What follows belongs to an exercise in optimizing a design on an open flow for small area, a short achievable clock period and few clock cycles per item; a production flow would make more cautious choices. In this exercise RTL edits were held to simulation tests only and were not proved equivalent to the original. Power and IR drop assume default switching activity.

== the previous run ==
Design hs_npu_cmd_scheduler, start of the top module:
module hs_npu_cmd_scheduler #(
  parameter int unsigned NUM_CORES = 4,
  parameter int unsigned CMD_WIDTH = 256,
  parameter int unsigned CMD_DEPTH = 8,
  parameter int unsigned CNT_W     = $clog2(CMD_DEPTH + 1)
) (
  input  logic                  clk,
  input  logic                  rst_n,
  input  logic                  cmd_valid_i,
  output logic                  cmd_ready_o,
  input  logic [CMD_WIDTH-1:0]  cmd_data_i,
  input  logic                  cmd_barrier_i,
  input  logic                  flush_i,
  output logic [NUM_CORES-1:0]  core_exec_valid_o,
  input  logic [NUM_CORES-1:0]  core_exec_ready_i,
  output logic [CMD_WIDTH-1:0]  core_cmd_o,
  input  logic [NUM_CORES-1:0]  core_done_i,
  output logic [NUM_CORES-1:0]  core_busy_o,
  output logic [CNT_W-1:0]      queue_count_o,
  output logic [31:0]           completed_count_o,
  output logic                  idle_o,
  output logic                  err_o
);
Size in the first run: ~4700 cells after synthesis, roughly 2400 flip-flops, ~570 I/O pins.
clock: 4.5 ns
lec_check: 0
cap_margin: 20
core_margin: 2
core_utilization: 40
cts_cluster_diameter: 60
cts_cluster_size: 30
setup_slack_margin: 2.1
slew_margin: 30
synth_hierarchical: 1
run.sh (not shown) runs the stock make flow with config.mk's settings and CLKGATE_MAP_FILE= SYNTH_SCRIPT=/design/flow/synth_recipe.tcl, a recipe that flattens the netlist after the stock synthesis.
Testbench counts of the previous run, summed over its fixed seeds: cycles 4,434, items 2,400.
diff inputs: the previous run => the current run
-- flow/design.v --
<<< the previous run, line 181
  end
  localparam int unsigned LOW_W = 3;
  logic [LOW_W:0]       cnt_low;
  logic [31-LOW_W:0]    cnt_high, cnt_high_inc;
  logic [NUM_CORES-1:0] th, th_nx, dn_ge;
  logic                 carry;
  assign cnt_low      = {1'b0, completed_count_o[LOW_W-1:0]} + done_cnt[LOW_W:0];
  assign cnt_high_inc = completed_count_o[31:LOW_W] + 1'b1;
  always_comb begin
    for (int k = 1; k <= int'(NUM_CORES); k++)
      th_nx[k-1] = ({1'b0, cnt_low[LOW_W-1:0]} >= (LOW_W+1)'((1 << LOW_W) - k));
  end
  assign dn_ge[0] = |done_busy;
  assign dn_ge[1] = (done_busy[0] & done_busy[1]) | (done_busy[2] & done_busy[3]) |
                    ((done_busy[0] | done_busy[1]) & (done_busy[2] | done_busy[3]));
  assign dn_ge[2] = (done_busy[0] & done_busy[1] & (done_busy[2] | done_busy[3])) |
                    (done_busy[2] & done_busy[3] & (done_busy[0] | done_busy[1]));
  assign dn_ge[3] = &done_busy;
  assign carry    = |(th & dn_ge);
  assign cnt_high = carry ? cnt_high_inc : completed_count_o[31:LOW_W];
  always_ff @(posedge clk) begin
    if (!rst_n) begin
      busy              <= '0;
      completed_count_o <= '0;
      th                <= '0;
      err_o             <= 1'b0;
    end else begin
      busy              <= busy_nx;
      completed_count_o <= {cnt_high, cnt_low[LOW_W-1:0]};
      th                <= th_nx;
      if (|(core_done_i & ~busy)) err_o <= 1'b1;
    end
>>> the current run, line 181
  end
  localparam int unsigned LOW_W = 3;
  logic [LOW_W:0]    cnt_low;
  logic [31-LOW_W:0] cnt_high, cnt_high_inc;
  assign cnt_low      = {1'b0, completed_count_o[LOW_W-1:0]} + done_cnt[LOW_W:0];
  assign cnt_high_inc = completed_count_o[31:LOW_W] + 1'b1;
  assign cnt_high     = cnt_low[LOW_W] ? cnt_high_inc : completed_count_o[31:LOW_W];
  always_ff @(posedge clk) begin
    if (!rst_n) begin
      busy              <= '0;
      completed_count_o <= '0;
      err_o             <= 1'b0;
    end else begin
      busy              <= busy_nx;
      completed_count_o <= {cnt_high, cnt_low[LOW_W-1:0]};
      if (|(core_done_i & ~busy)) err_o <= 1'b1;
    end
### Flow results
The current run: full flow OK, the timing, DRC and antenna checks passed
Changes observed in the current run relative to the previous run: final worst-path cycle share has decreased, final instance area has decreased.
The previous run and the current run ended up with roughly the same total power.
Taking the previous run as the reference point, the switching portion of total power of the current run falls by 0.22 points.
The current run gives more post-synthesis area per instance than the previous run did.
~same sequential standard cell area in the previous run and the current run
[compare] base=the previous run new=the current run: worst setup slack grew by 0.20 ns; highest clock rate grew by 7.7%; standard cell area after detailed placement shrank by 0.52%.
Reg2reg setup slack: the previous run and the current run compared, lower one is the previous run
Summary — via count, the current run relative to the previous run: lower, by 0.95%.
Testbench counts of the current run, summed over its fixed seeds: cycles 4,434, items 2,400.

========
hs_npu_cmd_scheduler again, from the RTL that the note above started with.
Design hs_npu_cmd_scheduler, start of the top module:
module hs_npu_cmd_scheduler #(
  parameter int unsigned NUM_CORES = 4,
  parameter int unsigned CMD_WIDTH = 256,
  parameter int unsigned CMD_DEPTH = 8,
  parameter int unsigned CNT_W     = $clog2(CMD_DEPTH + 1)
) (
  input  logic                  clk,
  input  logic                  rst_n,
  input  logic                  cmd_valid_i,
  output logic                  cmd_ready_o,
  input  logic [CMD_WIDTH-1:0]  cmd_data_i,
  input  logic                  cmd_barrier_i,
  input  logic                  flush_i,
  output logic [NUM_CORES-1:0]  core_exec_valid_o,
  input  logic [NUM_CORES-1:0]  core_exec_ready_i,
  output logic [CMD_WIDTH-1:0]  core_cmd_o,
  input  logic [NUM_CORES-1:0]  core_done_i,
  output logic [NUM_CORES-1:0]  core_busy_o,
  output logic [CNT_W-1:0]      queue_count_o,
  output logic [31:0]           completed_count_o,
  output logic                  idle_o,
  output logic                  err_o
);
==> flow/config.mk <==
export PLATFORM = sky130hd
export DESIGN_NAME = hs_npu_cmd_scheduler
export DESIGN_NICKNAME = hs_npu_cmd_scheduler
export VERILOG_FILES = /design/flow/design.v
export SDC_FILE = /design/flow/constraint.sdc
export NUM_CORES = 4
export LEC_CHECK = 0
export CAP_MARGIN = 20
export CORE_MARGIN = 2
export CORE_UTILIZATION = 40
export CTS_CLUSTER_DIAMETER = 60
export CTS_CLUSTER_SIZE = 30
export SETUP_SLACK_MARGIN = 2.1
export SLEW_MARGIN = 30
export SYNTH_HIERARCHICAL = 1
==> flow/constraint.sdc <==
create_clock -name core_clock -period 4.5 [get_ports {clk}]
set_input_delay 0.9000 -clock core_clock [delete_from_list [all_inputs] [get_ports {clk}]]
set_output_delay 0.9000 -clock core_clock [all_outputs]
set_load 0.01 [all_outputs]
standard.sh (not shown) runs the stock make flow with config.mk's settings and CLKGATE_MAP_FILE= SYNTH_SCRIPT=/design/flow/synth_recipe.tcl, a recipe that flattens the netlist after the stock synthesis.
==> flow/flow/run.sh <==
#!/bin/bash
# The standard layout, with a plain buf_4 in place of the default port buffer
# cell (every input and output port still gets its own buffer).
set -euo pipefail
export BUFFER_PORTS_ARGS="-buffer_cell sky130_fd_sc_hd__buf_4"
bash standard.sh > standard.log 2>&1
Testbench counts at the start, summed over its fixed seeds: cycles 4,434, items 2,400.
Rerun with:
--- a/flow/design.v
+++ b/flow/design.v
@@ -171,52 +171,37 @@
         mem[i]     <= cmd_data_i;
         mem_bar[i] <= cmd_barrier_i;
       end
     end
   end
   always_comb begin
     done_cnt = '0;
     for (int k = 0; k < int'(NUM_CORES); k++) begin
       done_cnt = done_cnt + 32'(done_busy[k]);
     end
   end
   localparam int unsigned LOW_W = 3;
-  logic [LOW_W:0]       cnt_low;
-  logic [31-LOW_W:0]    cnt_high, cnt_high_inc;
-  logic [NUM_CORES-1:0] th, th_nx, dn_ge;
-  logic                 carry;
+  logic [LOW_W:0]    cnt_low;
+  logic [31-LOW_W:0] cnt_high, cnt_high_inc;
   assign cnt_low      = {1'b0, completed_count_o[LOW_W-1:0]} + done_cnt[LOW_W:0];
   assign cnt_high_inc = completed_count_o[31:LOW_W] + 1'b1;
-  always_comb begin
-    for (int k = 1; k <= int'(NUM_CORES); k++)
-      th_nx[k-1] = ({1'b0, cnt_low[LOW_W-1:0]} >= (LOW_W+1)'((1 << LOW_W) - k));
-  end
-  assign dn_ge[0] = |done_busy;
-  assign dn_ge[1] = (done_busy[0] & done_busy[1]) | (done_busy[2] & done_busy[3]) |
-                    ((done_busy[0] | done_busy[1]) & (done_busy[2] | done_busy[3]));
-  assign dn_ge[2] = (done_busy[0] & done_busy[1] & (done_busy[2] | done_busy[3])) |
-                    (done_busy[2] & done_busy[3] & (done_busy[0] | done_busy[1]));
-  assign dn_ge[3] = &done_busy;
-  assign carry    = |(th & dn_ge);
-  assign cnt_high = carry ? cnt_high_inc : completed_count_o[31:LOW_W];
+  assign cnt_high     = cnt_low[LOW_W] ? cnt_high_inc : completed_count_o[31:LOW_W];
   always_ff @(posedge clk) begin
     if (!rst_n) begin
       busy              <= '0;
       completed_count_o <= '0;
-      th                <= '0;
       err_o             <= 1'b0;
     end else begin
       busy              <= busy_nx;
       completed_count_o <= {cnt_high, cnt_low[LOW_W-1:0]};
-      th                <= th_nx;
       if (|(core_done_i & ~busy)) err_o <= 1'b1;
     end
   end
 endmodule
 module hs_npu_cmd_sel #(
   parameter int unsigned W = 64,
   parameter int unsigned N = 8
 ) (
   input  logic [N*W-1:0] d_i,
   input  logic [N-1:0]   pk_i,
   input  logic [W-1:0]   cur_i,
   input  logic           up_i,
Utilization hardly moves; die area came out lower by 0.39%; design area stays flat; synthesized cell count came out lower by 0.96%; worst setup slack gains 0.098 ns; sequential cell count came out lower by 4.
Testbench counts after the change, summed over its fixed seeds: cycles 4,434, items 2,400.

-- re-timing with driven ports --
In the flow no input, the clock included, has a driving cell. The finished layouts below were timed again as built, in two steps. Step 1: set_driving_cell puts a clkbuf_16 on clk and a buf_2 on each other input, an assumption about the parent block. Step 2 adds t to the input delays and takes it off the output delays; t is the mean of the earliest and latest rising clock arrival at the registers after step 1. Input paths then give back, and output paths get back, about the clock's delay inside the block. Slacks: ideal ports / drivers / drivers and shift; pairs: ideal ports / drivers.
run | t, ns | slack for setup (ns) | worst slew at a driven data input, ns
the previous run | 0.914 | 1.720 / 1.777 / 0.863 | 0.19
the current run | 0.914 | 1.920 / 1.948 / 1.068 | 0.20
the first run of note 2 | 0.909 | 1.838 / 1.838 / 1.114 | 0.17
the second run of note 2 | 0.907 | 1.936 / 1.936 / 1.188 | 0.20
After both steps every run listed still meets setup and hold. The setup slack of the previous run, which loses most, moves by +0.057 ns with the drivers and by -0.857 ns with both steps.
